Source: an optimization exercise on an open RTL-to-GDS flow (aim: small area, a short achievable clock period and few clock cycles per item). Production flows keep margins and buffers that such runs may drop.
RTL that was checked went through simulation tests only; none was proved equivalent to the original.
No functional check of the RTL was part of run 1.
Power figures rest on the tool's default switching activity, not on a simulated workload.

==> flow/design.v, too long to show whole: its modules and the start of the top module <==
// module csa_fa: 10 lines
// module conv_pe_top: 1987 lines
module conv_pe_top (
    input  logic        clk,
    input  logic        rst,
    input  logic        wght_valid_i,
    input  logic [63:0] wght_i,
    output logic        wght_ready_o,
    input  logic        act_valid_i,
    input  logic [63:0] act_i,
    output logic        act_ready_o,
    output logic [23:0] result_o,
    output logic        result_valid_o
);
  // ...
==> flow/run.sh <==
#!/bin/bash
# synth_recipe.tcl (not shown) runs the flow's synth.tcl, then flattens the netlist and writes it again
# the make line also repeats each setting of config.mk as NAME=value (left out here)
make -C /OpenROAD-flow-scripts/flow DESIGN_CONFIG=/design/flow/config.mk WORK_HOME=/design/flow/orfs CLKGATE_MAP_FILE= SYNTH_SCRIPT=/design/flow/synth_recipe.tcl finish
==> flow/config.mk <==
export PLATFORM = sky130hd
export DESIGN_NAME = conv_pe_top
export DESIGN_NICKNAME = conv_pe_top
export VERILOG_FILES = /design/flow/design.v
export SDC_FILE = /design/flow/constraint.sdc
export NUM_CORES = 4
export LEC_CHECK = 0
export CAP_MARGIN = 20
export CORE_MARGIN = 2
export CORE_UTILIZATION = 40
export SETUP_SLACK_MARGIN = 2.7
export SLEW_MARGIN = 20
export SYNTH_HIERARCHICAL = 1
export SYNTH_MINIMUM_KEEP_SIZE = 0
==> flow/constraint.sdc <==
create_clock -name core_clock -period 5.0 [get_ports {clk}]
set_input_delay 1.0000 -clock core_clock [delete_from_list [all_inputs] [get_ports {clk}]]
set_output_delay 1.0000 -clock core_clock [all_outputs]
set_load 0.01 [all_outputs]
==> reports/metrics.yaml, run 1 <==
slowest_stage: "fa_2"
fin_nets: 3426
pwr-share-comb_pct: 30.4
crit_end: "sum_q[23]"
critical_path_depth: 10
drc: 0
dpl_cell_area_mm2: 0.03865
core_mm2: 0.08974
cts-root-buf: "clkbuf_16"
largest_class: "registers"
yosysSeqAreaShare_pct: 55.80
start_util_pct: 40.22
synthArstFlopShare_pct: 0
layout.nonclk_buf_share_pct: 4.860
dieArea_mm2: 0.09265
synth_xor_area_share_pct: 0.6067
dp_slack_ps: 1930
grt_pass1_wl_um: 126500
taps: 1176
io_buffers: 157
finalSetupTns_ps: 0
period_share_pct: 47.47
n_all_buffers: 208
vias_per_cell: 4.649
pin_count: 159
dp_cells: 3771
finalClockSkew_ps: 43.31
flops_and_latches: 1006
cts_inserted_buffers: 99
grt.busiest_layer: "met2"
hold_violations: 0
p_leak_nw: 16.81
reg2reg_slack_ps: 2630
final.fill_count: 7758
final_cells: 4001
status: "no timing/DRC/antenna violations"
syn_area_per_cell_um2: 14.05
multi_input_cells: 1358
largest_reg_flops: 576
ctsHtreeMaxLevel: 3
hold_path_end: "wring[2][0]"
design_area_mm2: 0.04309
worstHoldPathCells: 0
==> run 2, diff against run 1 <==
--- a/flow/design.v
+++ b/flow/design.v
@@ -70,20 +70,20 @@
         if (rst) begin
             lst_t <= '0;
         end else begin
             lst_t <= {lst_t[6:1], act_acc & (ph_q == 4'd8)};
         end
     end
     assign vld = vld_t[4];
     assign fst = fst_t[4];
-    logic [23:0] acc_s;
-    logic [23:0] acc_c;
-    logic [164:0] r1;
-    logic [59:0] r2;
+    logic [22:0] acc_s;
+    logic [22:0] acc_c;
+    logic [163:0] r1;
+    logic [58:0] r2;
     logic [28:0] r3;
     logic fs0;
     logic fc0;
     logic fs1;
     logic fc1;
     logic fs2;
     logic fc2;
     logic fs3;
@@ -1013,18 +1013,18 @@
     logic fs465;
     logic fc465;
     logic fs466;
     logic fc466;
     logic fs467;
     logic fc467;
     logic fs468;
     logic fc468;
-    logic fs469;
-    logic fc469;
+    logic hs469;
+    logic hc469;
     logic fs470;
     logic fc470;
     logic fs471;
     logic fc471;
     logic fs472;
     logic fc472;
     logic hs473;
     logic hc473;
@@ -1117,50 +1117,34 @@
     logic fs517;
     logic fc517;
     logic fs518;
     logic fc518;
     logic fs519;
     logic fc519;
     logic fs520;
     logic fc520;
-    logic fs521;
-    logic fc521;
-    logic hs522;
-    logic hc522;
+    logic hs521;
+    logic hc521;
+    logic fs522;
+    logic fc522;
     logic fs523;
     logic fc523;
-    logic fs524;
-    logic fc524;
-    logic fs525;
-    logic fc525;
-    logic hs526;
-    logic hc526;
-    logic fs527;
-    logic fc527;
-    logic fs528;
-    logic fc528;
-    logic fs529;
-    logic fc529;
-    logic hs530;
-    logic hc530;
     assign hs461 = ~(fc457 ^ fs460);
     assign hc461 = fc457 | fs460;
+    assign hs469 = ~(fc464 ^ fs468);
+    assign hc469 = fc464 | fs468;
     assign hs473 = ~(fc468 ^ fs472);
     assign hc473 = fc468 | fs472;
     assign hs494 = ~(fc491 ^ fs493);
     assign hc494 = fc491 | fs493;
     assign hs498 = ~(fc495 ^ fs497);
     assign hc498 = fc495 | fs497;
-    assign hs522 = ~(fc519 ^ fs521);
-    assign hc522 = fc519 | fs521;
-    assign hs526 = ~(fc523 ^ fs525);
-    assign hc526 = fc523 | fs525;
-    assign hs530 = ~(fc527 ^ fs529);
-    assign hc530 = fc527 | fs529;
+    assign hs521 = ~((acc_s[20] & ~fst) ^ (acc_c[20] | fst));
+    assign hc521 = (acc_s[20] & ~fst) | (acc_c[20] | fst);
     csa_fa u_fa0 (.a(~(aq[0] & wr[0])), .b(~(aq[8] & wr[8])), .c(~(aq[16] & wr[16])), .s(fs0), .co(fc0));
     csa_fa u_fa1 (.a(~(aq[24] & wr[24])), .b(~(aq[32] & wr[32])), .c(~(aq[40] & wr[40])), .s(fs1), .co(fc1));
     csa_fa u_fa2 (.a(~(aq[48] & wr[48])), .b(~(aq[56] & wr[56])), .c(fs0), .s(fs2), .co(fc2));
     csa_fa u_fa3 (.a(~(aq[1] & wr[0])), .b(~(aq[0] & wr[1])), .c(~(aq[9] & wr[8])), .s(fs3), .co(fc3));
     csa_fa u_fa4 (.a(~(aq[8] & wr[9])), .b(~(aq[17] & wr[16])), .c(~(aq[16] & wr[17])), .s(fs4), .co(fc4));
     csa_fa u_fa5 (.a(~(aq[25] & wr[24])), .b(~(aq[24] & wr[25])), .c(~(aq[33] & wr[32])), .s(fs5), .co(fc5));
     csa_fa u_fa6 (.a(~(aq[32] & wr[33])), .b(~(aq[41] & wr[40])), .c(~(aq[40] & wr[41])), .s(fs6), .co(fc6));
     csa_fa u_fa7 (.a(~(aq[49] & wr[48])), .b(~(aq[48] & wr[49])), .c(~(aq[57] & wr[56])), .s(fs7), .co(fc7));
@@ -1406,46 +1390,46 @@
     csa_fa u_fa247 (.a(fs235), .b(fc198), .c(fc199), .s(fs247), .co(fc247));
     csa_fa u_fa248 (.a(fc200), .b(fc201), .c(fc202), .s(fs248), .co(fc248));
     csa_fa u_fa249 (.a(fc203), .b(fc204), .c(fc205), .s(fs249), .co(fc249));
     csa_fa u_fa250 (.a(fc206), .b(fc207), .c(fc208), .s(fs250), .co(fc250));
     csa_fa u_fa251 (.a(fc209), .b(fc210), .c(fs236), .s(fs251), .co(fc251));
     csa_fa u_fa252 (.a(fs237), .b(fs238), .c(fs239), .s(fs252), .co(fc252));
     csa_fa u_fa253 (.a(fs240), .b(fs241), .c(fs242), .s(fs253), .co(fc253));
     csa_fa u_fa254 (.a(fs243), .b(fs244), .c(fs245), .s(fs254), .co(fc254));
-    csa_fa u_fa255 (.a(1'b0), .b(~(aq[7] & wr[3])), .c(~(aq[6] & wr[4])), .s(fs255), .co(fc255));
-    csa_fa u_fa256 (.a(~(aq[5] & wr[5])), .b(~(aq[4] & wr[6])), .c((aq[3] & wr[7])), .s(fs256), .co(fc256));
-    csa_fa u_fa257 (.a(~(aq[15] & wr[11])), .b(~(aq[14] & wr[12])), .c(~(aq[13] & wr[13])), .s(fs257), .co(fc257));
-    csa_fa u_fa258 (.a(~(aq[12] & wr[14])), .b((aq[11] & wr[15])), .c(~(aq[23] & wr[19])), .s(fs258), .co(fc258));
-    csa_fa u_fa259 (.a(~(aq[22] & wr[20])), .b(~(aq[21] & wr[21])), .c(~(aq[20] & wr[22])), .s(fs259), .co(fc259));
-    csa_fa u_fa260 (.a((aq[19] & wr[23])), .b(~(aq[31] & wr[27])), .c(~(aq[30] & wr[28])), .s(fs260), .co(fc260));
-    csa_fa u_fa261 (.a(~(aq[29] & wr[29])), .b(~(aq[28] & wr[30])), .c((aq[27] & wr[31])), .s(fs261), .co(fc261));
-    csa_fa u_fa262 (.a(~(aq[39] & wr[35])), .b(~(aq[38] & wr[36])), .c(~(aq[37] & wr[37])), .s(fs262), .co(fc262));
-    csa_fa u_fa263 (.a(~(aq[36] & wr[38])), .b((aq[35] & wr[39])), .c(~(aq[47] & wr[43])), .s(fs263), .co(fc263));
-    csa_fa u_fa264 (.a(~(aq[46] & wr[44])), .b(~(aq[45] & wr[45])), .c(~(aq[44] & wr[46])), .s(fs264), .co(fc264));
-    csa_fa u_fa265 (.a((aq[43] & wr[47])), .b(~(aq[55] & wr[51])), .c(~(aq[54] & wr[52])), .s(fs265), .co(fc265));
-    csa_fa u_fa266 (.a(~(aq[53] & wr[53])), .b(~(aq[52] & wr[54])), .c((aq[51] & wr[55])), .s(fs266), .co(fc266));
-    csa_fa u_fa267 (.a(~(aq[63] & wr[59])), .b(~(aq[62] & wr[60])), .c(~(aq[61] & wr[61])), .s(fs267), .co(fc267));
-    csa_fa u_fa268 (.a(~(aq[60] & wr[62])), .b((aq[59] & wr[63])), .c(fc220), .s(fs268), .co(fc268));
-    csa_fa u_fa269 (.a(fc221), .b(fc222), .c(fc223), .s(fs269), .co(fc269));
-    csa_fa u_fa270 (.a(fc224), .b(fc225), .c(fc226), .s(fs270), .co(fc270));
-    csa_fa u_fa271 (.a(fc227), .b(fc228), .c(fc229), .s(fs271), .co(fc271));
-    csa_fa u_fa272 (.a(fc230), .b(fc231), .c(fc232), .s(fs272), .co(fc272));
-    csa_fa u_fa273 (.a(fc233), .b(fc234), .c(fc235), .s(fs273), .co(fc273));
-    csa_fa u_fa274 (.a(fs255), .b(fs256), .c(fs257), .s(fs274), .co(fc274));
-    csa_fa u_fa275 (.a(fs258), .b(fs259), .c(fs260), .s(fs275), .co(fc275));
-    csa_fa u_fa276 (.a(fs261), .b(fs262), .c(fs263), .s(fs276), .co(fc276));
-    csa_fa u_fa277 (.a(fs264), .b(fs265), .c(fs266), .s(fs277), .co(fc277));
-    csa_fa u_fa278 (.a(fs267), .b(fs268), .c(fc236), .s(fs278), .co(fc278));
-    csa_fa u_fa279 (.a(fc237), .b(fc238), .c(fc239), .s(fs279), .co(fc279));
-    csa_fa u_fa280 (.a(fc240), .b(fc241), .c(fc242), .s(fs280), .co(fc280));
-    csa_fa u_fa281 (.a(fc243), .b(fc244), .c(fc245), .s(fs281), .co(fc281));
-    csa_fa u_fa282 (.a(fc246), .b(fs269), .c(fs270), .s(fs282), .co(fc282));
-    csa_fa u_fa283 (.a(fs271), .b(fs272), .c(fs273), .s(fs283), .co(fc283));
-    csa_fa u_fa284 (.a(fs274), .b(fs275), .c(fs276), .s(fs284), .co(fc284));
+    csa_fa u_fa255 (.a(~(aq[7] & wr[3])), .b(~(aq[6] & wr[4])), .c(~(aq[5] & wr[5])), .s(fs255), .co(fc255));
+    csa_fa u_fa256 (.a(~(aq[4] & wr[6])), .b((aq[3] & wr[7])), .c(~(aq[15] & wr[11])), .s(fs256), .co(fc256));
+    csa_fa u_fa257 (.a(~(aq[14] & wr[12])), .b(~(aq[13] & wr[13])), .c(~(aq[12] & wr[14])), .s(fs257), .co(fc257));
+    csa_fa u_fa258 (.a((aq[11] & wr[15])), .b(~(aq[23] & wr[19])), .c(~(aq[22] & wr[20])), .s(fs258), .co(fc258));
+    csa_fa u_fa259 (.a(~(aq[21] & wr[21])), .b(~(aq[20] & wr[22])), .c((aq[19] & wr[23])), .s(fs259), .co(fc259));
+    csa_fa u_fa260 (.a(~(aq[31] & wr[27])), .b(~(aq[30] & wr[28])), .c(~(aq[29] & wr[29])), .s(fs260), .co(fc260));
+    csa_fa u_fa261 (.a(~(aq[28] & wr[30])), .b((aq[27] & wr[31])), .c(~(aq[39] & wr[35])), .s(fs261), .co(fc261));
+    csa_fa u_fa262 (.a(~(aq[38] & wr[36])), .b(~(aq[37] & wr[37])), .c(~(aq[36] & wr[38])), .s(fs262), .co(fc262));
+    csa_fa u_fa263 (.a((aq[35] & wr[39])), .b(~(aq[47] & wr[43])), .c(~(aq[46] & wr[44])), .s(fs263), .co(fc263));
+    csa_fa u_fa264 (.a(~(aq[45] & wr[45])), .b(~(aq[44] & wr[46])), .c((aq[43] & wr[47])), .s(fs264), .co(fc264));
+    csa_fa u_fa265 (.a(~(aq[55] & wr[51])), .b(~(aq[54] & wr[52])), .c(~(aq[53] & wr[53])), .s(fs265), .co(fc265));
+    csa_fa u_fa266 (.a(~(aq[52] & wr[54])), .b((aq[51] & wr[55])), .c(~(aq[63] & wr[59])), .s(fs266), .co(fc266));
+    csa_fa u_fa267 (.a(~(aq[62] & wr[60])), .b(~(aq[61] & wr[61])), .c(~(aq[60] & wr[62])), .s(fs267), .co(fc267));
+    csa_fa u_fa268 (.a((aq[59] & wr[63])), .b(fc220), .c(fc221), .s(fs268), .co(fc268));
+    csa_fa u_fa269 (.a(fc222), .b(fc223), .c(fc224), .s(fs269), .co(fc269));
+    csa_fa u_fa270 (.a(fc225), .b(fc226), .c(fc227), .s(fs270), .co(fc270));
+    csa_fa u_fa271 (.a(fc228), .b(fc229), .c(fc230), .s(fs271), .co(fc271));
+    csa_fa u_fa272 (.a(fc231), .b(fc232), .c(fc233), .s(fs272), .co(fc272));
+    csa_fa u_fa273 (.a(fc234), .b(fc235), .c(fs255), .s(fs273), .co(fc273));
+    csa_fa u_fa274 (.a(fs256), .b(fs257), .c(fs258), .s(fs274), .co(fc274));
+    csa_fa u_fa275 (.a(fs259), .b(fs260), .c(fs261), .s(fs275), .co(fc275));
+    csa_fa u_fa276 (.a(fs262), .b(fs263), .c(fs264), .s(fs276), .co(fc276));
+    csa_fa u_fa277 (.a(fs265), .b(fs266), .c(fs267), .s(fs277), .co(fc277));
+    csa_fa u_fa278 (.a(fc236), .b(fc237), .c(fc238), .s(fs278), .co(fc278));
+    csa_fa u_fa279 (.a(fc239), .b(fc240), .c(fc241), .s(fs279), .co(fc279));
+    csa_fa u_fa280 (.a(fc242), .b(fc243), .c(fc244), .s(fs280), .co(fc280));
+    csa_fa u_fa281 (.a(fc245), .b(fc246), .c(fs268), .s(fs281), .co(fc281));
+    csa_fa u_fa282 (.a(fs269), .b(fs270), .c(fs271), .s(fs282), .co(fc282));
+    csa_fa u_fa283 (.a(fs272), .b(fs273), .c(fs274), .s(fs283), .co(fc283));
+    csa_fa u_fa284 (.a(fs275), .b(fs276), .c(fs277), .s(fs284), .co(fc284));
     csa_fa u_fa285 (.a(~(aq[7] & wr[4])), .b(~(aq[6] & wr[5])), .c(~(aq[5] & wr[6])), .s(fs285), .co(fc285));
     csa_fa u_fa286 (.a((aq[4] & wr[7])), .b(~(aq[15] & wr[12])), .c(~(aq[14] & wr[13])), .s(fs286), .co(fc286));
     csa_fa u_fa287 (.a(~(aq[13] & wr[14])), .b((aq[12] & wr[15])), .c(~(aq[23] & wr[20])), .s(fs287), .co(fc287));
     csa_fa u_fa288 (.a(~(aq[22] & wr[21])), .b(~(aq[21] & wr[22])), .c((aq[20] & wr[23])), .s(fs288), .co(fc288));
     csa_fa u_fa289 (.a(~(aq[31] & wr[28])), .b(~(aq[30] & wr[29])), .c(~(aq[29] & wr[30])), .s(fs289), .co(fc289));
     csa_fa u_fa290 (.a((aq[28] & wr[31])), .b(~(aq[39] & wr[36])), .c(~(aq[38] & wr[37])), .s(fs290), .co(fc290));
     csa_fa u_fa291 (.a(~(aq[37] & wr[38])), .b((aq[36] & wr[39])), .c(~(aq[47] & wr[44])), .s(fs291), .co(fc291));
     csa_fa u_fa292 (.a(~(aq[46] & wr[45])), .b(~(aq[45] & wr[46])), .c((aq[44] & wr[47])), .s(fs292), .co(fc292));
@@ -1454,17 +1438,17 @@
     csa_fa u_fa295 (.a(~(aq[61] & wr[62])), .b((aq[60] & wr[63])), .c(fc255), .s(fs295), .co(fc295));
     csa_fa u_fa296 (.a(fc256), .b(fc257), .c(fc258), .s(fs296), .co(fc296));
     csa_fa u_fa297 (.a(fc259), .b(fc260), .c(fc261), .s(fs297), .co(fc297));
     csa_fa u_fa298 (.a(fc262), .b(fc263), .c(fc264), .s(fs298), .co(fc298));
     csa_fa u_fa299 (.a(fc265), .b(fc266), .c(fc267), .s(fs299), .co(fc299));
     csa_fa u_fa300 (.a(fs285), .b(fs286), .c(fs287), .s(fs300), .co(fc300));
     csa_fa u_fa301 (.a(fs288), .b(fs289), .c(fs290), .s(fs301), .co(fc301));
     csa_fa u_fa302 (.a(fs291), .b(fs292), .c(fs293), .s(fs302), .co(fc302));
-    csa_fa u_fa303 (.a(fs294), .b(fc268), .c(fs295), .s(fs303), .co(fc303));
+    csa_fa u_fa303 (.a(fs294), .b(fs295), .c(fc268), .s(fs303), .co(fc303));
     csa_fa u_fa304 (.a(fc269), .b(fc270), .c(fc271), .s(fs304), .co(fc304));
     csa_fa u_fa305 (.a(fc272), .b(fc273), .c(fc274), .s(fs305), .co(fc305));
     csa_fa u_fa306 (.a(fc275), .b(fc276), .c(fc277), .s(fs306), .co(fc306));
     csa_fa u_fa307 (.a(fs296), .b(fs297), .c(fs298), .s(fs307), .co(fc307));
     csa_fa u_fa308 (.a(fs299), .b(fs300), .c(fs301), .s(fs308), .co(fc308));
     csa_fa u_fa309 (.a(~(aq[7] & wr[5])), .b(~(aq[6] & wr[6])), .c((aq[5] & wr[7])), .s(fs309), .co(fc309));
     csa_fa u_fa310 (.a(~(aq[15] & wr[13])), .b(~(aq[14] & wr[14])), .c((aq[13] & wr[15])), .s(fs310), .co(fc310));
     csa_fa u_fa311 (.a(~(aq[23] & wr[21])), .b(~(aq[22] & wr[22])), .c((aq[21] & wr[23])), .s(fs311), .co(fc311));
@@ -1565,126 +1549,120 @@
     csa_fa u_fa406 (.a(fs400), .b(fs401), .c(fs402), .s(fs406), .co(fc406));
     csa_fa u_fa407 (.a(fc391), .b(fc392), .c(fc393), .s(fs407), .co(fc407));
     csa_fa u_fa408 (.a(fs403), .b(fs404), .c(fs405), .s(fs408), .co(fc408));
     csa_fa u_fa409 (.a(r1[102]), .b(r1[103]), .c(r1[104]), .s(fs409), .co(fc409));
     csa_fa u_fa410 (.a(r1[105]), .b(r1[106]), .c(r1[107]), .s(fs410), .co(fc410));
     csa_fa u_fa411 (.a(r1[108]), .b(r1[109]), .c(r1[110]), .s(fs411), .co(fc411));
     csa_fa u_fa412 (.a(r1[111]), .b(r1[112]), .c(r1[113]), .s(fs412), .co(fc412));
     csa_fa u_fa413 (.a(r1[114]), .b(r1[115]), .c(r1[116]), .s(fs413), .co(fc413));
-    csa_fa u_fa414 (.a(r1[117]), .b(fc397), .c(fc398), .s(fs414), .co(fc414));
-    csa_fa u_fa415 (.a(fc399), .b(fc400), .c(fc401), .s(fs415), .co(fc415));
-    csa_fa u_fa416 (.a(fc402), .b(fs409), .c(fs410), .s(fs416), .co(fc416));
-    csa_fa u_fa417 (.a(fs411), .b(fs412), .c(fs413), .s(fs417), .co(fc417));
-    csa_fa u_fa418 (.a(fc403), .b(fc404), .c(fc405), .s(fs418), .co(fc418));
-    csa_fa u_fa419 (.a(fc406), .b(fs414), .c(fs415), .s(fs419), .co(fc419));
-    csa_fa u_fa420 (.a(r1[118]), .b(r1[119]), .c(r1[120]), .s(fs420), .co(fc420));
-    csa_fa u_fa421 (.a(r1[121]), .b(r1[122]), .c(r1[123]), .s(fs421), .co(fc421));
-    csa_fa u_fa422 (.a(r1[124]), .b(r1[125]), .c(r1[126]), .s(fs422), .co(fc422));
-    csa_fa u_fa423 (.a(r1[127]), .b(r1[128]), .c(r1[129]), .s(fs423), .co(fc423));
-    csa_fa u_fa424 (.a(r1[130]), .b(r1[131]), .c(fc409), .s(fs424), .co(fc424));
+    csa_fa u_fa414 (.a(fc397), .b(fc398), .c(fc399), .s(fs414), .co(fc414));
+    csa_fa u_fa415 (.a(fc400), .b(fc401), .c(fc402), .s(fs415), .co(fc415));
+    csa_fa u_fa416 (.a(fs409), .b(fs410), .c(fs411), .s(fs416), .co(fc416));
+    csa_fa u_fa417 (.a(fs412), .b(fs413), .c(fc403), .s(fs417), .co(fc417));
+    csa_fa u_fa418 (.a(fc404), .b(fc405), .c(fc406), .s(fs418), .co(fc418));
+    csa_fa u_fa419 (.a(fs414), .b(fs415), .c(fs416), .s(fs419), .co(fc419));
+    csa_fa u_fa420 (.a(r1[117]), .b(r1[118]), .c(r1[119]), .s(fs420), .co(fc420));
+    csa_fa u_fa421 (.a(r1[120]), .b(r1[121]), .c(r1[122]), .s(fs421), .co(fc421));
+    csa_fa u_fa422 (.a(r1[123]), .b(r1[124]), .c(r1[125]), .s(fs422), .co(fc422));
+    csa_fa u_fa423 (.a(r1[126]), .b(r1[127]), .c(r1[128]), .s(fs423), .co(fc423));
+    csa_fa u_fa424 (.a(r1[129]), .b(r1[130]), .c(fc409), .s(fs424), .co(fc424));
     csa_fa u_fa425 (.a(fc410), .b(fc411), .c(fc412), .s(fs425), .co(fc425));
     csa_fa u_fa426 (.a(fc413), .b(fs420), .c(fs421), .s(fs426), .co(fc426));
     csa_fa u_fa427 (.a(fs422), .b(fs423), .c(fs424), .s(fs427), .co(fc427));
     csa_fa u_fa428 (.a(fc414), .b(fc415), .c(fc416), .s(fs428), .co(fc428));
-    csa_fa u_fa429 (.a(fc417), .b(fs425), .c(fs426), .s(fs429), .co(fc429));
-    csa_fa u_fa430 (.a(r1[132]), .b(r1[133]), .c(r1[134]), .s(fs430), .co(fc430));
-    csa_fa u_fa431 (.a(r1[135]), .b(r1[136]), .c(r1[137]), .s(fs431), .co(fc431));
-    csa_fa u_fa432 (.a(r1[138]), .b(r1[139]), .c(r1[140]), .s(fs432), .co(fc432));
-    csa_fa u_fa433 (.a(r1[141]), .b(r1[142]), .c(r1[143]), .s(fs433), .co(fc433));
+    csa_fa u_fa429 (.a(fs425), .b(fs426), .c(fs427), .s(fs429), .co(fc429));
+    csa_fa u_fa430 (.a(r1[131]), .b(r1[132]), .c(r1[133]), .s(fs430), .co(fc430));
+    csa_fa u_fa431 (.a(r1[134]), .b(r1[135]), .c(r1[136]), .s(fs431), .co(fc431));
+    csa_fa u_fa432 (.a(r1[137]), .b(r1[138]), .c(r1[139]), .s(fs432), .co(fc432));
+    csa_fa u_fa433 (.a(r1[140]), .b(r1[141]), .c(r1[142]), .s(fs433), .co(fc433));
     csa_fa u_fa434 (.a(fc420), .b(fc421), .c(fc422), .s(fs434), .co(fc434));
     csa_fa u_fa435 (.a(fc423), .b(fs430), .c(fs431), .s(fs435), .co(fc435));
     csa_fa u_fa436 (.a(fs432), .b(fs433), .c(fc424), .s(fs436), .co(fc436));
     csa_fa u_fa437 (.a(fc425), .b(fc426), .c(fs434), .s(fs437), .co(fc437));
-    csa_fa u_fa438 (.a(r1[144]), .b(r1[145]), .c(r1[146]), .s(fs438), .co(fc438));
-    csa_fa u_fa439 (.a(r1[147]), .b(r1[148]), .c(r1[149]), .s(fs439), .co(fc439));
-    csa_fa u_fa440 (.a(r1[150]), .b(r1[151]), .c(fc430), .s(fs440), .co(fc440));
+    csa_fa u_fa438 (.a(r1[143]), .b(r1[144]), .c(r1[145]), .s(fs438), .co(fc438));
+    csa_fa u_fa439 (.a(r1[146]), .b(r1[147]), .c(r1[148]), .s(fs439), .co(fc439));
+    csa_fa u_fa440 (.a(r1[149]), .b(r1[150]), .c(fc430), .s(fs440), .co(fc440));
     csa_fa u_fa441 (.a(fc431), .b(fc432), .c(fc433), .s(fs441), .co(fc441));
     csa_fa u_fa442 (.a(fs438), .b(fs439), .c(fs440), .s(fs442), .co(fc442));
     csa_fa u_fa443 (.a(fc434), .b(fc435), .c(fs441), .s(fs443), .co(fc443));
-    csa_fa u_fa444 (.a(r1[152]), .b(r1[153]), .c(r1[154]), .s(fs444), .co(fc444));
-    csa_fa u_fa445 (.a(r1[155]), .b(r1[156]), .c(r1[157]), .s(fs445), .co(fc445));
-    csa_fa u_fa446 (.a(r1[158]), .b(fc438), .c(fc439), .s(fs446), .co(fc446));
+    csa_fa u_fa444 (.a(r1[151]), .b(r1[152]), .c(r1[153]), .s(fs444), .co(fc444));
+    csa_fa u_fa445 (.a(r1[154]), .b(r1[155]), .c(r1[156]), .s(fs445), .co(fc445));
+    csa_fa u_fa446 (.a(r1[157]), .b(fc438), .c(fc439), .s(fs446), .co(fc446));
     csa_fa u_fa447 (.a(fs444), .b(fs445), .c(fc440), .s(fs447), .co(fc447));
     csa_fa u_fa448 (.a(fc441), .b(fs446), .c(fc442), .s(fs448), .co(fc448));
-    csa_fa u_fa449 (.a(r1[159]), .b(r1[160]), .c(r1[161]), .s(fs449), .co(fc449));
-    csa_fa u_fa450 (.a(r1[162]), .b(r1[163]), .c(fc444), .s(fs450), .co(fc450));
+    csa_fa u_fa449 (.a(r1[158]), .b(r1[159]), .c(r1[160]), .s(fs449), .co(fc449));
+    csa_fa u_fa450 (.a(r1[161]), .b(r1[162]), .c(fc444), .s(fs450), .co(fc450));
     csa_fa u_fa451 (.a(fc445), .b(fs449), .c(fs450), .s(fs451), .co(fc451));
-    csa_fa u_fa452 (.a(r1[164]), .b(fc449), .c(fc450), .s(fs452), .co(fc452));
+    csa_fa u_fa452 (.a(r1[163]), .b(fc449), .c(fc450), .s(fs452), .co(fc452));
     csa_fa u_fa453 (.a(r2[7]), .b(r2[8]), .c(r2[9]), .s(fs453), .co(fc453));
     csa_fa u_fa454 (.a(r2[10]), .b(r2[11]), .c(r2[12]), .s(fs454), .co(fc454));
     csa_fa u_fa455 (.a(r2[13]), .b(fc453), .c(fs454), .s(fs455), .co(fc455));
     csa_fa u_fa456 (.a(r2[14]), .b(r2[15]), .c(r2[16]), .s(fs456), .co(fc456));
     csa_fa u_fa457 (.a(r2[17]), .b(r2[18]), .c(fc454), .s(fs457), .co(fc457));
     csa_fa u_fa458 (.a(fs456), .b(fs457), .c(fc455), .s(fs458), .co(fc458));
     csa_fa u_fa459 (.a(r2[19]), .b(r2[20]), .c(r2[21]), .s(fs459), .co(fc459));
     csa_fa u_fa460 (.a(r2[22]), .b(fc456), .c(fs459), .s(fs460), .co(fc460));
     csa_fa u_fa462 (.a(r2[23]), .b(r2[24]), .c(r2[25]), .s(fs462), .co(fc462));
     csa_fa u_fa463 (.a(r2[26]), .b(r2[27]), .c(r2[28]), .s(fs463), .co(fc463));
     csa_fa u_fa464 (.a(fc459), .b(fs462), .c(fs463), .s(fs464), .co(fc464));
     csa_fa u_fa465 (.a(fc460), .b(fs464), .c(hc461), .s(fs465), .co(fc465));
     csa_fa u_fa466 (.a(r2[29]), .b(r2[30]), .c(r2[31]), .s(fs466), .co(fc466));
-    csa_fa u_fa467 (.a(r2[32]), .b(r2[33]), .c(r2[34]), .s(fs467), .co(fc467));
-    csa_fa u_fa468 (.a(fc462), .b(fc463), .c(fs466), .s(fs468), .co(fc468));
-    csa_fa u_fa469 (.a(fs467), .b(fc464), .c(fs468), .s(fs469), .co(fc469));
-    csa_fa u_fa470 (.a(r2[35]), .b(r2[36]), .c(r2[37]), .s(fs470), .co(fc470));
-    csa_fa u_fa471 (.a(r2[38]), .b(r2[39]), .c(fc466), .s(fs471), .co(fc471));
-    csa_fa u_fa472 (.a(fc467), .b(fs470), .c(fs471), .s(fs472), .co(fc472));
-    csa_fa u_fa474 (.a(r2[40]), .b(r2[41]), .c(r2[42]), .s(fs474), .co(fc474));
-    csa_fa u_fa475 (.a(r2[43]), .b(r2[44]), .c(r2[45]), .s(fs475), .co(fc475));
+    csa_fa u_fa467 (.a(r2[32]), .b(r2[33]), .c(fc462), .s(fs467), .co(fc467));
+    csa_fa u_fa468 (.a(fc463), .b(fs466), .c(fs467), .s(fs468), .co(fc468));
+    csa_fa u_fa470 (.a(r2[34]), .b(r2[35]), .c(r2[36]), .s(fs470), .co(fc470));
+    csa_fa u_fa471 (.a(r2[37]), .b(r2[38]), .c(fc466), .s(fs471), .co(fc471));
+    csa_fa u_fa472 (.a(fs470), .b(fc467), .c(fs471), .s(fs472), .co(fc472));
+    csa_fa u_fa474 (.a(r2[39]), .b(r2[40]), .c(r2[41]), .s(fs474), .co(fc474));
+    csa_fa u_fa475 (.a(r2[42]), .b(r2[43]), .c(r2[44]), .s(fs475), .co(fc475));
     csa_fa u_fa476 (.a(fc470), .b(fs474), .c(fs475), .s(fs476), .co(fc476));
     csa_fa u_fa477 (.a(fc471), .b(fs476), .c(fc472), .s(fs477), .co(fc477));
-    csa_fa u_fa478 (.a(r2[46]), .b(r2[47]), .c(r2[48]), .s(fs478), .co(fc478));
-    csa_fa u_fa479 (.a(r2[49]), .b(fc474), .c(fc475), .s(fs479), .co(fc479));
+    csa_fa u_fa478 (.a(r2[45]), .b(r2[46]), .c(r2[47]), .s(fs478), .co(fc478));
+    csa_fa u_fa479 (.a(r2[48]), .b(fc474), .c(fc475), .s(fs479), .co(fc479));
     csa_fa u_fa480 (.a(fs478), .b(fc476), .c(fs479), .s(fs480), .co(fc480));
-    csa_fa u_fa481 (.a(r2[50]), .b(r2[51]), .c(r2[52]), .s(fs481), .co(fc481));
+    csa_fa u_fa481 (.a(r2[49]), .b(r2[50]), .c(r2[51]), .s(fs481), .co(fc481));
     csa_fa u_fa482 (.a(fc478), .b(fs481), .c(fc479), .s(fs482), .co(fc482));
-    csa_fa u_fa483 (.a(r2[53]), .b(r2[54]), .c(r2[55]), .s(fs483), .co(fc483));
-    csa_fa u_fa484 (.a(r2[56]), .b(fc481), .c(fs483), .s(fs484), .co(fc484));
-    csa_fa u_fa485 (.a(r2[57]), .b(r2[58]), .c(fc483), .s(fs485), .co(fc485));
+    csa_fa u_fa483 (.a(r2[52]), .b(r2[53]), .c(r2[54]), .s(fs483), .co(fc483));
+    csa_fa u_fa484 (.a(r2[55]), .b(fc481), .c(fs483), .s(fs484), .co(fc484));
+    csa_fa u_fa485 (.a(r2[56]), .b(r2[57]), .c(fc483), .s(fs485), .co(fc485));
     csa_fa u_fa486 (.a((r3[0] | ~vld)), .b((r3[1] | ~vld)), .c((acc_s[0] | fst)), .s(fs486), .co(fc486));
     csa_fa u_fa487 (.a((r3[2] | ~vld)), .b((acc_s[1] | fst)), .c((acc_c[1] | fst)), .s(fs487), .co(fc487));
     csa_fa u_fa488 (.a((r3[3] | ~vld)), .b((acc_s[2] | fst)), .c((acc_c[2] | fst)), .s(fs488), .co(fc488));
     csa_fa u_fa489 (.a((r3[4] | ~vld)), .b((r3[5] | ~vld)), .c((acc_s[3] | fst)), .s(fs489), .co(fc489));
     csa_fa u_fa490 (.a((acc_c[3] | fst)), .b(fs489), .c(fc488), .s(fs490), .co(fc490));
     csa_fa u_fa491 (.a((r3[6] | ~vld)), .b((acc_s[4] | fst)), .c((acc_c[4] | fst)), .s(fs491), .co(fc491));
     csa_fa u_fa492 (.a(fc489), .b(fs491), .c(fc490), .s(fs492), .co(fc492));
     csa_fa u_fa493 (.a((r3[7] | ~vld)), .b((acc_s[5] | fst)), .c((acc_c[5] | fst)), .s(fs493), .co(fc493));
     csa_fa u_fa495 (.a((r3[8] | ~vld)), .b((acc_s[6] | fst)), .c((acc_c[6] | fst)), .s(fs495), .co(fc495));
     csa_fa u_fa496 (.a(fc493), .b(fs495), .c(hc494), .s(fs496), .co(fc496));
     csa_fa u_fa497 (.a((r3[9] | ~vld)), .b((acc_s[7] | fst)), .c((acc_c[7] | fst)), .s(fs497), .co(fc497));
     csa_fa u_fa499 (.a((r3[10] | ~vld)), .b((r3[11] | ~vld)), .c((acc_s[8] | fst)), .s(fs499), .co(fc499));
     csa_fa u_fa500 (.a((acc_c[8] | fst)), .b(fs499), .c(fc497), .s(fs500), .co(fc500));
     csa_fa u_fa501 (.a((r3[12] | ~vld)), .b((acc_s[9] | fst)), .c((acc_c[9] | fst)), .s(fs501), .co(fc501));
     csa_fa u_fa502 (.a(fc499), .b(fs501), .c(fc500), .s(fs502), .co(fc502));
-    csa_fa u_fa503 (.a((r3[13] | ~vld)), .b((r3[14] | ~vld)), .c((acc_s[10] | fst)), .s(fs503), .co(fc503));
+    csa_fa u_fa503 (.a((r3[13] | ~vld)), .b((r3[14] | ~vld)), .c((acc_s[10] & ~fst)), .s(fs503), .co(fc503));
     csa_fa u_fa504 (.a((acc_c[10] | fst)), .b(fs503), .c(fc501), .s(fs504), .co(fc504));
     csa_fa u_fa505 (.a((r3[15] | ~vld)), .b((r3[16] | ~vld)), .c((acc_s[11] | fst)), .s(fs505), .co(fc505));
     csa_fa u_fa506 (.a((acc_c[11] | fst)), .b(fc503), .c(fs505), .s(fs506), .co(fc506));
     csa_fa u_fa507 (.a((r3[17] | ~vld)), .b((r3[18] | ~vld)), .c((acc_s[12] | fst)), .s(fs507), .co(fc507));
     csa_fa u_fa508 (.a((acc_c[12] | fst)), .b(fc505), .c(fs507), .s(fs508), .co(fc508));
-    csa_fa u_fa509 (.a((r3[19] | ~vld)), .b((r3[20] | ~vld)), .c((acc_s[13] | fst)), .s(fs509), .co(fc509));
+    csa_fa u_fa509 (.a((r3[19] | ~vld)), .b((r3[20] | ~vld)), .c((acc_s[13] & ~fst)), .s(fs509), .co(fc509));
     csa_fa u_fa510 (.a((acc_c[13] | fst)), .b(fc507), .c(fs509), .s(fs510), .co(fc510));
     csa_fa u_fa511 (.a((r3[21] | ~vld)), .b((r3[22] | ~vld)), .c((acc_s[14] | fst)), .s(fs511), .co(fc511));
     csa_fa u_fa512 (.a((acc_c[14] | fst)), .b(fc509), .c(fs511), .s(fs512), .co(fc512));
     csa_fa u_fa513 (.a((r3[23] | ~vld)), .b((r3[24] | ~vld)), .c((acc_s[15] | fst)), .s(fs513), .co(fc513));
     csa_fa u_fa514 (.a((acc_c[15] | fst)), .b(fc511), .c(fs513), .s(fs514), .co(fc514));
     csa_fa u_fa515 (.a((r3[25] | ~vld)), .b((r3[26] | ~vld)), .c((acc_s[16] | fst)), .s(fs515), .co(fc515));
     csa_fa u_fa516 (.a((acc_c[16] | fst)), .b(fc513), .c(fs515), .s(fs516), .co(fc516));
     csa_fa u_fa517 (.a((r3[27] | ~vld)), .b((r3[28] | ~vld)), .c((acc_s[17] | fst)), .s(fs517), .co(fc517));
     csa_fa u_fa518 (.a((acc_c[17] | fst)), .b(fc515), .c(fs517), .s(fs518), .co(fc518));
-    csa_fa u_fa519 (.a(~vld), .b((acc_s[18] | fst)), .c((acc_c[18] | fst)), .s(fs519), .co(fc519));
-    csa_fa u_fa520 (.a(fc517), .b(fs519), .c(fc518), .s(fs520), .co(fc520));
-    csa_fa u_fa521 (.a(~vld), .b((acc_s[19] | fst)), .c((acc_c[19] | fst)), .s(fs521), .co(fc521));
-    csa_fa u_fa523 (.a(~vld), .b((acc_s[20] | fst)), .c((acc_c[20] | fst)), .s(fs523), .co(fc523));
-    csa_fa u_fa524 (.a(fc521), .b(fs523), .c(hc522), .s(fs524), .co(fc524));
-    csa_fa u_fa525 (.a(~vld), .b((acc_s[21] | fst)), .c((acc_c[21] | fst)), .s(fs525), .co(fc525));
-    csa_fa u_fa527 (.a(~vld), .b((acc_s[22] | fst)), .c((acc_c[22] | fst)), .s(fs527), .co(fc527));
-    csa_fa u_fa528 (.a(fc525), .b(fs527), .c(hc526), .s(fs528), .co(fc528));
-    csa_fa u_fa529 (.a(~vld), .b((acc_s[23] | fst)), .c((acc_c[23] | fst)), .s(fs529), .co(fc529));
+    csa_fa u_fa519 (.a((acc_s[18] & ~fst)), .b((acc_c[18] | fst)), .c(fc517), .s(fs519), .co(fc519));
+    csa_fa u_fa520 (.a((acc_s[19] & ~fst)), .b((acc_c[19] | fst)), .c(fc519), .s(fs520), .co(fc520));
+    csa_fa u_fa522 (.a((acc_s[21] | fst)), .b((acc_c[21] | fst)), .c(hc521), .s(fs522), .co(fc522));
+    csa_fa u_fa523 (.a((acc_s[22] & ~fst)), .b((acc_c[22] | fst)), .c(fc522), .s(fs523), .co(fc523));
     always_ff @(posedge clk) begin
         r1[0] <= fs1;
         r1[1] <= fs2;
         r1[2] <= fs8;
         r1[3] <= fs9;
         r1[4] <= fs10;
         r1[5] <= fs22;
         r1[6] <= fc10;
@@ -1778,79 +1756,78 @@
         r1[94] <= fc219;
         r1[95] <= fs248;
         r1[96] <= fs249;
         r1[97] <= fs250;
         r1[98] <= fs251;
         r1[99] <= fs252;
         r1[100] <= fs253;
         r1[101] <= fs254;
-        r1[102] <= fs277;
-        r1[103] <= fc247;
-        r1[104] <= fs278;
-        r1[105] <= fc248;
-        r1[106] <= fc249;
-        r1[107] <= fc250;
-        r1[108] <= fc251;
-        r1[109] <= fc252;
-        r1[110] <= fc253;
-        r1[111] <= fc254;
-        r1[112] <= fs279;
-        r1[113] <= fs280;
-        r1[114] <= fs281;
-        r1[115] <= fs282;
-        r1[116] <= fs283;
-        r1[117] <= fs284;
-        r1[118] <= fs302;
+        r1[102] <= fc247;
+        r1[103] <= fc248;
+        r1[104] <= fc249;
+        r1[105] <= fc250;
+        r1[106] <= fc251;
+        r1[107] <= fc252;
+        r1[108] <= fc253;
+        r1[109] <= fc254;
+        r1[110] <= fs278;
+        r1[111] <= fs279;
+        r1[112] <= fs280;
+        r1[113] <= fs281;
+        r1[114] <= fs282;
+        r1[115] <= fs283;
+        r1[116] <= fs284;
+        r1[117] <= fs302;
+        r1[118] <= fs303;
         r1[119] <= fc278;
-        r1[120] <= fs303;
-        r1[121] <= fc279;
-        r1[122] <= fc280;
-        r1[123] <= fc281;
-        r1[124] <= fc282;
-        r1[125] <= fc283;
-        r1[126] <= fc284;
-        r1[127] <= fs304;
-        r1[128] <= fs305;
-        r1[129] <= fs306;
-        r1[130] <= fs307;
-        r1[131] <= fs308;
-        r1[132] <= fs321;
-        r1[133] <= fs322;
-        r1[134] <= fc303;
-        r1[135] <= fc304;
-        r1[136] <= fc305;
-        r1[137] <= fc306;
-        r1[138] <= fc307;
-        r1[139] <= fc308;
-        r1[140] <= fs323;
-        r1[141] <= fs324;
-        r1[142] <= fs325;
-        r1[143] <= fs326;
-        r1[144] <= fs336;
-        r1[145] <= fc323;
-        r1[146] <= fc324;
-        r1[147] <= fc325;
-        r1[148] <= fc326;
-        r1[149] <= fs337;
-        r1[150] <= fs338;
-        r1[151] <= fs339;
-        r1[152] <= fs344;
-        r1[153] <= fc336;
-        r1[154] <= fc337;
-        r1[155] <= fc338;
-        r1[156] <= fc339;
-        r1[157] <= fs345;
-        r1[158] <= fs346;
-        r1[159] <= fc343;
-        r1[160] <= fc344;
-        r1[161] <= fc345;
-        r1[162] <= fc346;
-        r1[163] <= fs347;
-        r1[164] <= fc347;
+        r1[120] <= fc279;
+        r1[121] <= fc280;
+        r1[122] <= fc281;
+        r1[123] <= fc282;
+        r1[124] <= fc283;
+        r1[125] <= fc284;
+        r1[126] <= fs304;
+        r1[127] <= fs305;
+        r1[128] <= fs306;
+        r1[129] <= fs307;
+        r1[130] <= fs308;
+        r1[131] <= fs321;
+        r1[132] <= fs322;
+        r1[133] <= fc303;
+        r1[134] <= fc304;
+        r1[135] <= fc305;
+        r1[136] <= fc306;
+        r1[137] <= fc307;
+        r1[138] <= fc308;
+        r1[139] <= fs323;
+        r1[140] <= fs324;
+        r1[141] <= fs325;
+        r1[142] <= fs326;
+        r1[143] <= fs336;
+        r1[144] <= fc323;
+        r1[145] <= fc324;
+        r1[146] <= fc325;
+        r1[147] <= fc326;
+        r1[148] <= fs337;
+        r1[149] <= fs338;
+        r1[150] <= fs339;
+        r1[151] <= fs344;
+        r1[152] <= fc336;
+        r1[153] <= fc337;
+        r1[154] <= fc338;
+        r1[155] <= fc339;
+        r1[156] <= fs345;
+        r1[157] <= fs346;
+        r1[158] <= fc343;
+        r1[159] <= fc344;
+        r1[160] <= fc345;
+        r1[161] <= fc346;
+        r1[162] <= fs347;
+        r1[163] <= fc347;
     end
     always_ff @(posedge clk) begin
         r2[0] <= r1[0];
         r2[1] <= r1[1];
         r2[2] <= fs348;
         r2[3] <= fs350;
         r2[4] <= fc350;
         r2[5] <= fs353;
@@ -1872,77 +1849,76 @@
         r2[21] <= fs395;
         r2[22] <= fs396;
         r2[23] <= fs406;
         r2[24] <= fc394;
         r2[25] <= fc395;
         r2[26] <= fs407;
         r2[27] <= fc396;
         r2[28] <= fs408;
-        r2[29] <= fs416;
-        r2[30] <= fs417;
-        r2[31] <= fc407;
-        r2[32] <= fc408;
-        r2[33] <= fs418;
-        r2[34] <= fs419;
-        r2[35] <= fs427;
-        r2[36] <= fc418;
-        r2[37] <= fc419;
-        r2[38] <= fs428;
-        r2[39] <= fs429;
-        r2[40] <= fs435;
-        r2[41] <= fc427;
-        r2[42] <= fs436;
-        r2[43] <= fc428;
-        r2[44] <= fc429;
-        r2[45] <= fs437;
-        r2[46] <= fc436;
-        r2[47] <= fs442;
-        r2[48] <= fc437;
-        r2[49] <= fs443;
-        r2[50] <= fs447;
-        r2[51] <= fc443;
-        r2[52] <= fs448;
-        r2[53] <= fc446;
-        r2[54] <= fc447;
-        r2[55] <= fc448;
-        r2[56] <= fs451;
-        r2[57] <= fc451;
-        r2[58] <= fs452;
-        r2[59] <= fc452;
+        r2[29] <= fs417;
+        r2[30] <= fc407;
+        r2[31] <= fc408;
+        r2[32] <= fs418;
+        r2[33] <= fs419;
+        r2[34] <= fc417;
+        r2[35] <= fc418;
+        r2[36] <= fc419;
+        r2[37] <= fs428;
+        r2[38] <= fs429;
+        r2[39] <= fs435;
+        r2[40] <= fc427;
+        r2[41] <= fs436;
+        r2[42] <= fc428;
+        r2[43] <= fc429;
+        r2[44] <= fs437;
+        r2[45] <= fc436;
+        r2[46] <= fs442;
+        r2[47] <= fc437;
+        r2[48] <= fs443;
+        r2[49] <= fs447;
+        r2[50] <= fc443;
+        r2[51] <= fs448;
+        r2[52] <= fc446;
+        r2[53] <= fc447;
+        r2[54] <= fc448;
+        r2[55] <= fs451;
+        r2[56] <= fc451;
+        r2[57] <= fs452;
+        r2[58] <= fc452;
     end
     always_ff @(posedge clk) begin
         r3[0] <= r2[0];
         r3[1] <= r2[1];
         r3[2] <= r2[2];
         r3[3] <= r2[3];
         r3[4] <= r2[4];
         r3[5] <= r2[5];
         r3[6] <= r2[6];
         r3[7] <= fs453;
         r3[8] <= fs455;
         r3[9] <= fs458;
         r3[10] <= fc458;
         r3[11] <= hs461;
         r3[12] <= fs465;
         r3[13] <= fc465;
-        r3[14] <= fs469;
-        r3[15] <= fc469;
+        r3[14] <= hs469;
+        r3[15] <= hc469;
         r3[16] <= hs473;
         r3[17] <= hc473;
         r3[18] <= fs477;
         r3[19] <= fc477;
         r3[20] <= fs480;
         r3[21] <= fc480;
         r3[22] <= fs482;
         r3[23] <= fc482;
         r3[24] <= fs484;
         r3[25] <= fc484;
         r3[26] <= fs485;
-        r3[27] <= r2[59];
+        r3[27] <= r2[58];
         r3[28] <= fc485;
     end
     always_ff @(posedge clk) begin
         acc_s[0] <= fs486;
         acc_c[0] <= 1'b1;
         acc_s[1] <= fc486;
         acc_c[1] <= fs487;
         acc_s[2] <= fc487;
@@ -1972,28 +1948,33 @@
         acc_s[14] <= fc510;
         acc_c[14] <= fs512;
         acc_s[15] <= fc512;
         acc_c[15] <= fs514;
         acc_s[16] <= fc514;
         acc_c[16] <= fs516;
         acc_s[17] <= fc516;
         acc_c[17] <= fs518;
-        acc_s[18] <= fs520;
-        acc_c[18] <= 1'b1;
-        acc_s[19] <= fc520;
-        acc_c[19] <= hs522;
-        acc_s[20] <= fs524;
-        acc_c[20] <= 1'b1;
-        acc_s[21] <= fc524;
-        acc_c[21] <= hs526;
-        acc_s[22] <= fs528;
+        acc_s[18] <= fc518;
+        acc_c[18] <= fs519;
+        acc_s[19] <= fs520;
+        acc_c[19] <= 1'b1;
+        acc_s[20] <= fc520;
+        acc_c[20] <= hs521;
+        acc_s[21] <= fs522;
+        acc_c[21] <= 1'b1;
+        acc_s[22] <= fs523;
         acc_c[22] <= 1'b1;
-        acc_s[23] <= fc528;
-        acc_c[23] <= hs530;
     end
-    logic [23:0] sum_q;
+    logic [12:0] lo_q;      
+    logic [10:0] hi_q;      
+    logic [22:0] sum;
     always_ff @(posedge clk) begin
-        sum_q <= (~acc_s) + {~acc_c[23:1], 1'b0};
-        result_o <= sum_q[23] ? '0 : sum_q;
+        lo_q <= {1'b0, ~acc_s[11:0]} + {1'b0, ~acc_c[11:1], 1'b0};
+        hi_q <= (~acc_s[22:12]) + (~acc_c[22:12]);
+    end
+    assign sum[11:0] = lo_q[11:0];
+    assign sum[22:12] = hi_q + {10'd0, lo_q[12]};
+    always_ff @(posedge clk) begin
+        result_o <= sum[22] ? 24'd0 : {1'b0, sum[22:0]};
     end
     assign result_valid_o = lst_t[7];
 endmodule
==> flow/flow/run.sh (new file) <==
#!/bin/bash
# The standard layout, with two resizer settings changed: cells may be
# swapped for ones of another footprint during repair, and the port buffers
# are plain buffers instead of the smallest-area (delay) buffer.
set -euo pipefail
bash standard.sh MATCH_CELL_FOOTPRINT=0 "BUFFER_PORTS_ARGS=-buffer_cell sky130_fd_sc_hd__buf_2" finish > make.log 2>&1
==> flow/standard.sh (new file) <==
#!/bin/bash
# synth_recipe.tcl (not shown) runs the flow's synth.tcl, then flattens the netlist and writes it again
# the make line also repeats each setting of config.mk as NAME=value (left out here)
make -C /OpenROAD-flow-scripts/flow DESIGN_CONFIG=/design/flow/config.mk WORK_HOME=/design/flow/orfs CLKGATE_MAP_FILE= SYNTH_SCRIPT=/design/flow/synth_recipe.tcl "${@:-finish}"
==> flow/config.mk (replaced) <==
export PLATFORM = sky130hd
export DESIGN_NAME = conv_pe_top
export DESIGN_NICKNAME = conv_pe_top
export VERILOG_FILES = /design/flow/design.v
export SDC_FILE = /design/flow/constraint.sdc
export NUM_CORES = 4
export LEC_CHECK = 0
export CAP_MARGIN = 20
export CORE_MARGIN = 2
export CORE_UTILIZATION = 65
export CTS_CLUSTER_DIAMETER = 140
export CTS_CLUSTER_SIZE = 25
export SETUP_SLACK_MARGIN = 2.8
export SLEW_MARGIN = 20
export SYNTH_HIERARCHICAL = 1
export SYNTH_MINIMUM_KEEP_SIZE = 0
removed: flow/run.sh
==> run 2 against run 1 <==
Against the previous run:
- setup slack better by 70 ps
- die area fell by 39%
- highest routed layer is now met5
- routed wire length decreased by 6.8%
- fmax up 3.0%
- first-iteration DRC count is 42% higher
- register-to-register slack better by 70 ps
- still clean on timing, DRC and antenna
==> reports/metrics.yaml, run 2 <==
slowest_stage: "fa_2"
area_growth_pct: 10.23
reg_top3: "wring x576, r1 x164, aq x64"
crit_path_start: "wring[8][29]"
ctsHtreeMaxLevel: 2  # -1
clock-sinks: 1001
dp_slack_ps: 2289  # +358.5 ps
finalClockSkew_ps: 31.21  # -12.10 ps
tightestPinTransition_ps: 1060
clk_pin_slew_worst_paths_ps: 110
ys_ff_latch: 1001
final_common_cell: "dfxtp_1"
fin_nets: 3339  # -2.5%
ant_nets: 0
power.density_mw_per_mm2: 594.7
cpMostUsedCell: "fa_2"
p_leak_nw: 15.57  # -7.4%
gp_congestion: 0.9650
finalSetupViolCount: 0
drv_cap: 0
final.fill_count: 3537  # -54%
dieWidth_um: 238.3
hp-start: "wring[2][8]"
dieArea_mm2: 0.05681  # -39%
cp.required_ps: 5510
yosys.area_share.simple_pct: 8.219
cts_max_path_buffers: 3
layout-drive-gt1-share_pct: 22.19
fin_ws_ps: 2697
start_util_pct: 66.07  # +26 points
rsz0062_at_grt: "yes"
synth_compound_area_share_pct: 0.5012
cts_tree: "yes"
synth_area_mm2: 0.03570
synth_area_leaders: "dfxtp_1 (56%), fa_1 (29%), nand2_1 (4.8%)"
wl_per_cell_um: 23.65
synth_cells: 2535
track_usage_pct: 28.43
cts-root-buf: "clkbuf_16"
yosysMostFrequentCell: "dfxtp_1"
clock_latency_ps: 630
drc: 0  # unchanged
drt_iter0_markers: 1507
synth_edf_count: 0
synth_common_cells: "dfxtp_1 (1001), fa_1 (520), nand2_1 (457)"
finalSetupTns_ps: 0  # unchanged
row_count: 85
post-dp-hpwl_um: 60400
grt_overflow: 0
maxSlewHeadroom_pct: 29.31
path_cells: "buf_4 > nand2_1 > fa_2 > fa_2 > fa_1"
cts_inserted_buffers: 46  # -54%
multi_input_area_mm2: 0.01515
dp_cells: 3258  # -14%
io_buffers: 156  # -0.64%
synth.top_cell.area_share_pct: 56.14
regArea_mm2: 0.02051
cp_slowest_stage_delay_ps: 580
drv_slew: 0
cp_max_fo: 5
critical_path_depth: 5  # -5
fin_crit_ps: 2303
die_h_um: 238.3
vias: 18140
pin_count: 159  # unchanged
ys.flop_type: "dfxtp_1"
vias_per_cell: 5.399  # +16%
endpoint_kind: "register"
grt_pass1_vias: 19760
design_area_mm2: 0.03935  # -8.7%
ys_warn_count: 8
antenna_found_initial: 4
final_cells: 3360  # -16%
dpl_cell_area_mm2: 0.03685  # -4.6%
status: "no timing/DRC/antenna violations"
core_mm2: 0.05403  # -40%
reg2reg_depth: 5
fmax_mhz: 434.1
critical_path.startpoint_type: "register"
synthDistinctLibCells: 38
timing.rr.start: "wring[8][29]"
synth-adder-area-share_pct: 30.11
top_register: "wring"
synth_mux_area_share_pct: 2.019
largest_reg_flops: 576  # unchanged
worst_ep_arrival_time_ps: 2820
yosysTopAreaCell: "dfxtp_1"
worstSetupPathType: "reg -> reg"
grt_max_degree: 65
syn_area_per_cell_um2: 14.08  # +0.23%
first_pass_iters: 6
hold_buffers: 0
peakVddDrop_mv: 0.4275
hold_path.class: "reg -> reg"
hold_violations: 0  # unchanged
grt_pass1_wl_um: 117600  # -7.0%
synth_xor_area_share_pct: 0.7816  # +0.17 points
synth_top_family_by_area: "adder cells"
worstHoldPathCells: 0  # unchanged
critical_path.top_delay_family: "adder cells"
yosysSeqAreaShare_pct: 56.14  # +0.34 points
final_cell_mix: "dfxtp_1 (869), nand2_1 (443), fa_1 (440)"
worst-path-buf-inv: 1
finalPower_mw: 23.40
totalWireLength_um: 79480
synthArstFlopShare_pct: 0  # unchanged
period_share_pct: 46.07  # -1.4 points
## run 2: cell types whose count changed after synthesis, sizes merged, moves of 4 or more
cell	before	now
and2	65	81
or2	43	33
inv	71	65
nand3	1	5
nor2b	34	12
clkbuf	137	127
a21o	8	3
xor2	7	13
fa	525	520
buf	4	11
nor2	16	28
dfxtp	1006	1001
## run 2: cell type report
| type | instances | share of cell area, % |
|---|---|---|
| clock inverter | 3 | 0.1495 |
| sequential | 1001 | 52.12 |
| inverter | 65 | 0.6201 |
| antenna | 1 | 0.006360 |
| tap | 696 | 2.213 |
| timing repair buffer | 208 | 3.393 |
| clock buffer | 48 | 2.999 |
| multi-input combinational | 1338 | 38.50 |
## run 2: worst paths after layout
check                                    to  slack [ps]
worst max-delay path                 r1[65]        2700
worst min-delay path            wring[1][8]         310
worst max register to register       r1[65]        2700
worst min register to register  wring[1][8]         310
## run 2: logic make-up (layout without fill, tap and decap cells)
kind of cell	Yosys count	after routing
DFF	1001	1001
adders and majority gates	547	547
xor gates and xnor gates	31	31
AOI/OAI and AO/OA	25	25
muxes	64	64
buffers and inverters	203	324
and+or+nand+nor	662	662
other	2	10
## run 2: what timing repair did
item,in CTS,in global routing
setup endpoints to repair,176,86
pin swaps,6,64
buffers inserted,10,40
cloned,0,0
gates resized for setup,254,128
## run 2: worst register-to-register path: stages (launching register included)
cell	delay, ps
dfxtp_4	400
buf_4	190
nand2_1	100
fa_2	580
fa_2	480
fa_1	470
## run 2: stage by stage
step                      utilization [%]  hold slack (ps)
after floorplan                         -            309.6
final                               72.83            309.6
after CTS                           71.52            313.7
after detailed placement            68.21            312.1
after global routing                72.83            316.3
after global placement              68.21            309.5
## run 2: per-layer routing
layer / GRT usage (%) / part of all wire [%] / routed length (µm)
met5: 0 / 0.031 / 25
met4: 7.841 / 3.1 / 2490
met3: 6.988 / 8.3 / 6606
met2: 46.42 / 48 / 37960
met1: 38.48 / 41 / 32400
## run 2: power breakdown
group	total, mW	switching [mW]	internal, mW
sequential	11.4	1.23	10.2
combinational	7.92	4.10	3.82
clock	4.06	2.35	1.71
## run 2: Yosys stat by module (local to each module, per instance)
| module | copies in the design | cell area (µm²) | flops+latches | cells inside |
|---|---|---|---|---|
| csa_fa | 518 | 20.02 | 0 | 1 |
| conv_pe_top | 1 | 25330 | 1001 | 2017 |
Testbench counts of run 2, summed over its fixed seeds: cycles 8,884, windows 900.
==> run 3, diff against run 2 <==
--- a/flow/config.mk
+++ b/flow/config.mk
@@ -10,4 +10,4 @@
 export CORE_UTILIZATION = 65
-export CTS_CLUSTER_DIAMETER = 140
-export CTS_CLUSTER_SIZE = 25
+export CTS_CLUSTER_DIAMETER = 120
+export CTS_CLUSTER_SIZE = 20
 export SETUP_SLACK_MARGIN = 2.8
==> run 3 against run 2 <==
Against the previous run:
- still clean
- setup slack worse by 3.3 ps
- non-clock buffer count down 1
- final area up 0.58%
- power up 1.7%
- first-iteration DRC count down 4.0%
- area after synthesis unchanged
- combinational power about the same
- clock power up about 10%
- routed wire length down 0.31%
- critical endpoint is now r1[116]
- largest power group unchanged
- highest routed layer unchanged
==> reports/metrics.yaml, run 3 <==
status: "no timing/DRC/antenna violations"
cts_max_path_buffers: 3  # unchanged
gp_congestion: 0.9650  # unchanged
vias: 18120  # -0.13%
clock_latency_ps: 650  # +20 ps
synth_area_leaders: "dfxtp_1 (56%), fa_1 (29%), nand2_1 (4.8%)"
totalWireLength_um: 79230  # -0.31%
cpMostUsedCell: "fa_2"
yosysSeqAreaShare_pct: 56.14  # unchanged
synth_area_mm2: 0.03570  # unchanged
dieWidth_um: 238.3  # unchanged
syn_area_per_cell_um2: 14.08  # unchanged
hold_path.class: "reg -> reg"
drv_slew: 0  # unchanged
clock-sinks: 1001  # unchanged
cts-root-buf: "clkbuf_16"
wl_per_cell_um: 23.51  # -0.61%
clk_pin_slew_worst_paths_ps: 100  # about the same
cts_tree: "yes"
drt_iter0_markers: 1447  # -4.0%
synth_edf_count: 0  # unchanged
maxSlewHeadroom_pct: 29.57  # +0.27 points
pin_count: 159  # unchanged
grt_overflow: 0  # unchanged
rsz0062_at_grt: "yes"
top_register: "wring"
period_share_pct: 46.14  # +0.067 points
synth_common_cells: "dfxtp_1 (1001), fa_1 (520), nand2_1 (457)"
synth_cells: 2535  # unchanged
ctsHtreeMaxLevel: 2  # unchanged
worstSetupPathType: "reg -> reg"
area_growth_pct: 10.86
finalCoreUtilization_pct: 73.25  # +0.42 points
layout-drive-gt1-share_pct: 22.72  # +0.52 points
first_pass_iters: 5  # -1
drc: 0  # unchanged
die_h_um: 238.3  # unchanged
ys_warn_count: 8  # unchanged
yosysTopAreaCell: "dfxtp_1"
cp.required_ps: 5490  # -20 ps
path_cells: "buf_12 > nand2_4 > fa_2 > fa_2 > fa_1"
track_usage_pct: 28.67  # +0.24 points
fmax_mhz: 433.5  # -0.14%
antenna_found_initial: 3  # -1
final_common_cell: "dfxtp_1"
hold_violations: 0  # unchanged
vias_per_cell: 5.376  # -0.42%
p_leak_nw: 15.69  # +0.81%
slowest_stage: "fa_2"
synthDistinctLibCells: 38  # unchanged
critical_path.startpoint_type: "register"
row_count: 85  # unchanged
ant_nets: 0  # unchanged
drv_cap: 0  # unchanged
worst_ep_arrival_time_ps: 2800  # -20 ps
cp_max_fo: 5  # unchanged
fin_crit_ps: 2307  # +3.330 ps
power.density_mw_per_mm2: 601.3  # +1.1%
synth.top_cell.area_share_pct: 56.14  # unchanged
cts_inserted_buffers: 56  # +22%
ys_ff_latch: 1001  # unchanged
hold_buffers: 0  # unchanged
yosysMostFrequentCell: "dfxtp_1"
cp_slowest_stage_delay_ps: 600  # +20 ps
grt_pass1_vias: 20030  # +1.4%
dieArea_mm2: 0.05681  # unchanged
finalClockSkew_ps: 44.11  # +12.89 ps
core_mm2: 0.05403  # unchanged
synthArstFlopShare_pct: 0  # unchanged
start_util_pct: 66.07  # unchanged
fin_nets: 3348  # +0.27%
grt_pass1_wl_um: 118700  # +0.96%
io_buffers: 156  # unchanged
tightestPinTransition_ps: 1056  # -4.045 ps
final_cell_mix: "dfxtp_1 (870), fa_1 (438), nand2_1 (437)"
reg_top3: "wring x576, r1 x164, aq x64"
peakVddDrop_mv: 0.3650  # -15%
finalSetupViolCount: 0  # unchanged
ys.flop_type: "dfxtp_1"
endpoint_kind: "register"
largest_reg_flops: 576  # unchanged
finalSetupTns_ps: 0  # unchanged
post-dp-hpwl_um: 60400  # unchanged
grt_max_degree: 65  # unchanged
==> run 3: cell count changes in the layout (fill, tap and decap cells not counted), moves of 3 or more <==
cell | previous run | this run
clkbuf_16 | 47 | 57
dfxtp_4 | 122 | 113
dfxtp_2 | 10 | 18
nand2_1 | 443 | 437
buf_12 | 9 | 5
nand2_4 | 2 | 6
buf_8 | 2 | 5
==> run 3: cells by family (layout without fill, tap and decap cells) <==
logic type      Yosys count  count (layout)  synth area share (%)
compound gates           25              25                0.5012
other cells               2              11               0.02104
xor+xnor                 31              31                0.7816
fa+ha+maj               547             547                 30.11
flops                  1001            1001                 56.14
buf+inv                 203             333                 2.212
mux                      64              64                 2.019
simple gates            662             662                 8.219
==> run 3: cell type report <==
class	count	area, µm²
Clock buffer	58	1430
Multi-Input combinational cell	1338	15190
Antenna cell	2	5.005
Inverter	65	244.0
Clock inverter	3	58.81
Timing Repair Buffer	207	1292
Sequential cell	1001	20490
Fill cell	3497	14450
Tap cell	696	870.8
==> run 3: stage by stage <==
step | setup WS [ps] | area, µm² | power, mW | hold slack (ps) | cells
after floorplan | 2801 | 35800 | 16.33 | 309.6 | 2542
after global placement | 2336 | 36850 | 18.87 | 309.5 | 3258
after detailed placement | 2289 | 36850 | 19.29 | 312.1 | 3258
after CTS | 2723 | 39060 | 23.85 | 312.8 | 3343
after global routing | 2675 | 39570 | 25.66 | 318.4 | 3369
final | 2693 | 39570 | 23.79 | 306.4 | 3370
==> run 3: modules after synthesis (local to each module, per instance) <==
module / copies in the design / cells / area [µm²]
conv_pe_top: 1 / 2017 / 25330
csa_fa: 518 / 1 / 20.02
==> run 3: critical path: cells and delay by family (launching register included) <==
kind | cells | cell delay, ps
adders and majority gates | 3 | 1550
DFF | 1 | 430
buffers and inverters | 1 | 130
and+or+nand+nor | 1 | 60
==> run 3: worst paths after layout <==
| kind | start | to | slack [ps] | cells past startpoint |
|---|---|---|---|---|
| min reg2reg | wring[2][29] | wring[1][29] | 310 | 0 |
| min | wring[2][29] | wring[1][29] | 310 | 0 |
| max | wring[8][27] | r1[116] | 2690 | 5 |
| max reg2reg | wring[8][27] | r1[116] | 2690 | 5 |
==> run 3: timing repair <==
| action | CTS | global route |
|---|---|---|
| endpoints found under the hold margin | 0 | 0 |
| pin swaps | 35 | 69 |
| setup buffers | 24 | 25 |
| gates resized for setup | 283 | 99 |
| endpoints found under the setup margin | 176 | 88 |
==> run 3: per-layer routing <==
layer / vias up / routed length (µm) / global-route usage, %
met2: 767 / 37700 / 46.58
met5: - / 13 / 0
met4: 2 / 2345 / 8.409
li1: 7842 / - / -
met3: 180 / 6712 / 7.184
met1: 9325 / 32460 / 38.72
==> run 3: where the power goes <==
part           leakage (nW)  switching [mW]  internal, mW
Sequential             8.47            1.23          10.2
Clock                 0.729            2.43          2.04
Combinational          6.50            4.08          3.82
Total                  15.7            7.74          16.1

re-timing with driven ports:
In the flow no input, the clock included, has a driving cell. The finished layouts below were timed again as built, in two steps. Step 1 assumes that a clkbuf_16 drives the clock port and a buf_2 every other input. Step 2 adds t to the input delays and takes it off the output delays; t is the mean of the earliest and latest rising clock arrival at the registers after step 1. Input paths then give back, and output paths get back, about the clock's delay inside the block. Slacks: ideal ports / drivers / drivers and shift; pairs: ideal ports / drivers.
run | shift t [ns] | slack for setup (ns) | cell pins on the clock port's net
run 1 | 0.720 | 2.627 / 2.627 / 2.105 | 1
run 2 | 0.667 | 2.697 / 2.697 / 2.420 | 1
run 3 | 0.689 | 2.693 / 2.693 / 2.393 | 1
After both steps every run listed still meets setup and hold. For run 1, which loses most, drivers alone change the setup slack by 0.000 ns; drivers and shift together by -0.522 ns.
